Source: an optimization exercise on an open RTL-to-GDS flow (aim: small area, a short achievable clock period and few clock cycles). Production flows keep margins and buffers that such runs may drop. In this exercise RTL edits were held to simulation tests only and were not proved equivalent to the original. Power figures rest on the tool's default switching activity, not on a simulated workload.

## run A
Design matmul_top, start of the top module:
module matmul_top
#(
    parameter  int BLOCK   = 4,
    parameter  int INNER   = 4,
    parameter  int A_ROWS  = 8,      
    parameter  int B_COLS  = 8,      
    localparam int A_DEPTH = (A_ROWS / BLOCK) * INNER,
    localparam int B_DEPTH = (B_COLS / BLOCK) * INNER,
    localparam int A_AW    = (A_DEPTH > 1) ? $clog2(A_DEPTH) : 1,
    localparam int B_AW    = (B_DEPTH > 1) ? $clog2(B_DEPTH) : 1,
    localparam int R_AW    = (A_ROWS * B_COLS > 1) ? $clog2(A_ROWS * B_COLS) : 1
) (
    input  logic              clk,
    input  logic              rst_n,
    input  logic              a_we,
    input  logic [A_AW-1:0]   a_addr,      
    input  logic [BLOCK-1:0][ELEM_W-1:0]  a_data,
    input  logic              b_we,
    input  logic [B_AW-1:0]   b_addr,      
    input  logic [BLOCK-1:0][ELEM_W-1:0]  b_data,
    input  logic              start,
    output logic              busy,
    output logic              done,
    input  logic [R_AW-1:0]   res_addr,
    output logic signed [ELEM_W-1:0]             res_data
);
Size: ~5800 cells after synthesis, ~2200 flip-flops, roughly 0.10 mm^2 of cells after synthesis.
make LEC_CHECK=0 CAP_MARGIN=20 CORE_MARGIN=2 CORE_UTILIZATION=55 CTS_CLUSTER_SIZE=30 SETUP_SLACK_MARGIN=4.2 SLEW_MARGIN=20 SYNTH_HIERARCHICAL=1 finish   # period 10.0 ns
run.sh (not shown) runs the stock make flow with config.mk's settings and CLKGATE_MAP_FILE= SYNTH_SCRIPT=/design/flow/synth_recipe.tcl, a recipe that flattens the netlist after the stock synthesis.
Testbench counts of run A, summed over its fixed seeds: cycles 4,296.
Here is what was changed in the inputs of run B compared with run A.
- swapping 4.2 for 3.0 in SETUP_SLACK_MARGIN
- swapping 55 for 65 in CORE_UTILIZATION
### Flow results
- Run B | stages: all done | timing, DRC, antenna: all pass
- [compare] base=run A new=run B: top achievable clock speed decreased by 1.3% relative to the old numbers, combinational power decreased by about 5% relative to the old numbers, relative area change from synthesis to final layout decreased by 6.2 points relative to the old numbers, via count of the first global-routing pass decreased by 4.7% relative to the old numbers, core utilization increased by 7.4 points relative to the old numbers.
- Run A ended up with res_data[14] as its destination of the critical timing path; run B ended up with res_data[7].
For run C, these inputs were changed with respect to run B:
- a change of SETUP_SLACK_MARGIN from 3.0 to 3.6
- a change of CORE_UTILIZATION from 65 to 55
--- outcome ---
- Status | run C and run B | clean
- Max freq run B -> run C: improved
- Row sequential share of layout area: run C lower / run B higher
- Compare run C and run B | switching share of power lower: run C
- The higher total wire length after detailed routing came out of run C.
- In the reports for run C and run B, the larger cell area after placement belongs to run C.
What run D does differently from run C at the input level:
- SETUP_SLACK_MARGIN changed from 3.6 to 3.2
- Diff run C -> run D: multi-input combinational cell area down 3.1%, post-CTS repair timing setup buffer count shrank by 34, total power decreased by about 0.6% relative to the old numbers.
- Run D vs run C — total wire length dropped by a few percent
- | power share of the sequential group | run D vs run C | ≈ equal |
- Relative to run C, fmax has increased by 0.0019 GHz in run D.
- Run D vs run C — final design area excluding fillers dropped by a few percent
- Run C → run D: multi-input gate share of the layout cell area down 0.30 points, count of non-filler cells in the finished layout down about 1.4%, routability congestion estimate from global placement up 0.035, utilization down 1.3 points.
Inputs modified between run D and run E:
- a change of CORE_UTILIZATION from 55 to 65
- a change of SETUP_SLACK_MARGIN from 3.2 to 3.6
### Flow results
From run D to run E the numbers moved as follows: worst setup slack after placement +93 ps, share of total power in combinational logic +0.8 points, die area -0.028 mm^2. In the reports for run E and run D, the smaller longest individual stage delay on the worst path belongs to run D. Side by side, final non-filler cell area turned out higher in run E than in run D. Delta (run E minus run D): routed wire length has increased; slew at the pin with the worst max-slew slack shrank by 150 ps. Delta (run E minus run D): shortest period the worst path allows grew by 27 ps; post-layout instance count excluding filler cells has decreased; global-route wire length before repair rose by 0.66%.

---

Another version of the RTL of matmul_top (not shown whole).
Size in the first run: about 2,200 flip-flops, about 160 I/O pins.
clock: 10.0 ns
lec_check: 0
cap_margin: 20
core_margin: 2
core_utilization: 55
cts_cluster_size: 30
setup_slack_margin: 3.2
slew_margin: 20
synth_hierarchical: 1
The first run passed the timing, design-rule and antenna checks.
Testbench counts at the start, summed over its fixed seeds: cycles 4,296.
Rerun with:
CORE_UTILIZATION = 65   (was 55)
SETUP_SLACK_MARGIN = 3.75   (was 3.2)
What happened: The changed run completed with no timing, DRC or antenna violations. Final area is higher by 3.4%. Die area is lower by 15%. Clock power is lower by about 1%. Setup slack is better by 34 ps. Synthesized cell count is unchanged.
Rerun with:
CORE_UTILIZATION = 60   (was 65)
SETUP_SLACK_MARGIN = 3.6   (was 3.75)
Routed wire length came out lower by 7.1%.
Count of clock-buffer cells in the layout came out higher by 21.
Area after synthesis is unchanged.
Fmax came out lower by 0.84%.
Final cell count came out higher by 0.44%.
Core utilization came out lower by 7.1 points.
Cell area came out lower by 1.7%.
Hold slack improved by 49 ps.
Non-clock buffer count came out lower by 106.
Power came out lower by 1.3%.
Die area came out higher by 8.2%.
Rerun with:
CORE_UTILIZATION = 70   (was 60)
SETUP_SLACK_MARGIN = 3.45   (was 3.6)
Outcome: Design area drops by 0.66%. Via count climbs by 6.6%. Wire length climbs by about 13%.

==> re-timing with driven ports <==
No port has a modelled driver above. Below, the same layouts with a new extraction and two added sets of constraints.
Step 1: set_driving_cell puts a clkbuf_16 on clk and a buf_2 on each other input, an assumption about the parent block.
Step 2 moves the port delays by t, midway between the first and last clock arrival at a register: inputs arrive t later, outputs are due t later. That takes back most of the time a late clock gives input paths.
Three values: no drivers, after step 1, after step 2; two values: the first two.
run	t, ns	setup WS [ns]	worst register clock-pin slew, ns	worst slew at a driven data input, ns	pins driven straight from the clock port
run A	0.941	3.122 / 3.029 / 2.374	0.06 / 0.06	0.37	1
run B	0.901	3.028 / 2.949 / 2.116	0.08 / 0.08	0.18	1
run C	0.931	3.126 / 3.038 / 2.435	0.06 / 0.06	0.36	1
run D	0.926	3.216 / 3.132 / 2.221	0.07 / 0.07	0.23	1
run E	0.911	3.190 / 3.102 / 2.419	0.08 / 0.08	0.37	1
the first run of note 2	0.913	3.211 / 3.125 / 2.285	0.07 / 0.07	0.17	1
the second run of note 2	0.902	3.245 / 3.157 / 2.434	0.08 / 0.08	0.45	1
the third run of note 2	0.938	3.187 / 3.104 / 2.387	0.07 / 0.07	0.33	1
the fourth run of note 2	0.926	3.048 / 2.954 / 2.312	0.10 / 0.10	0.34	1
After both steps every run listed still meets setup and hold. For run D, which loses most, drivers alone change the setup slack by -0.084 ns; drivers and shift together by -0.995 ns.
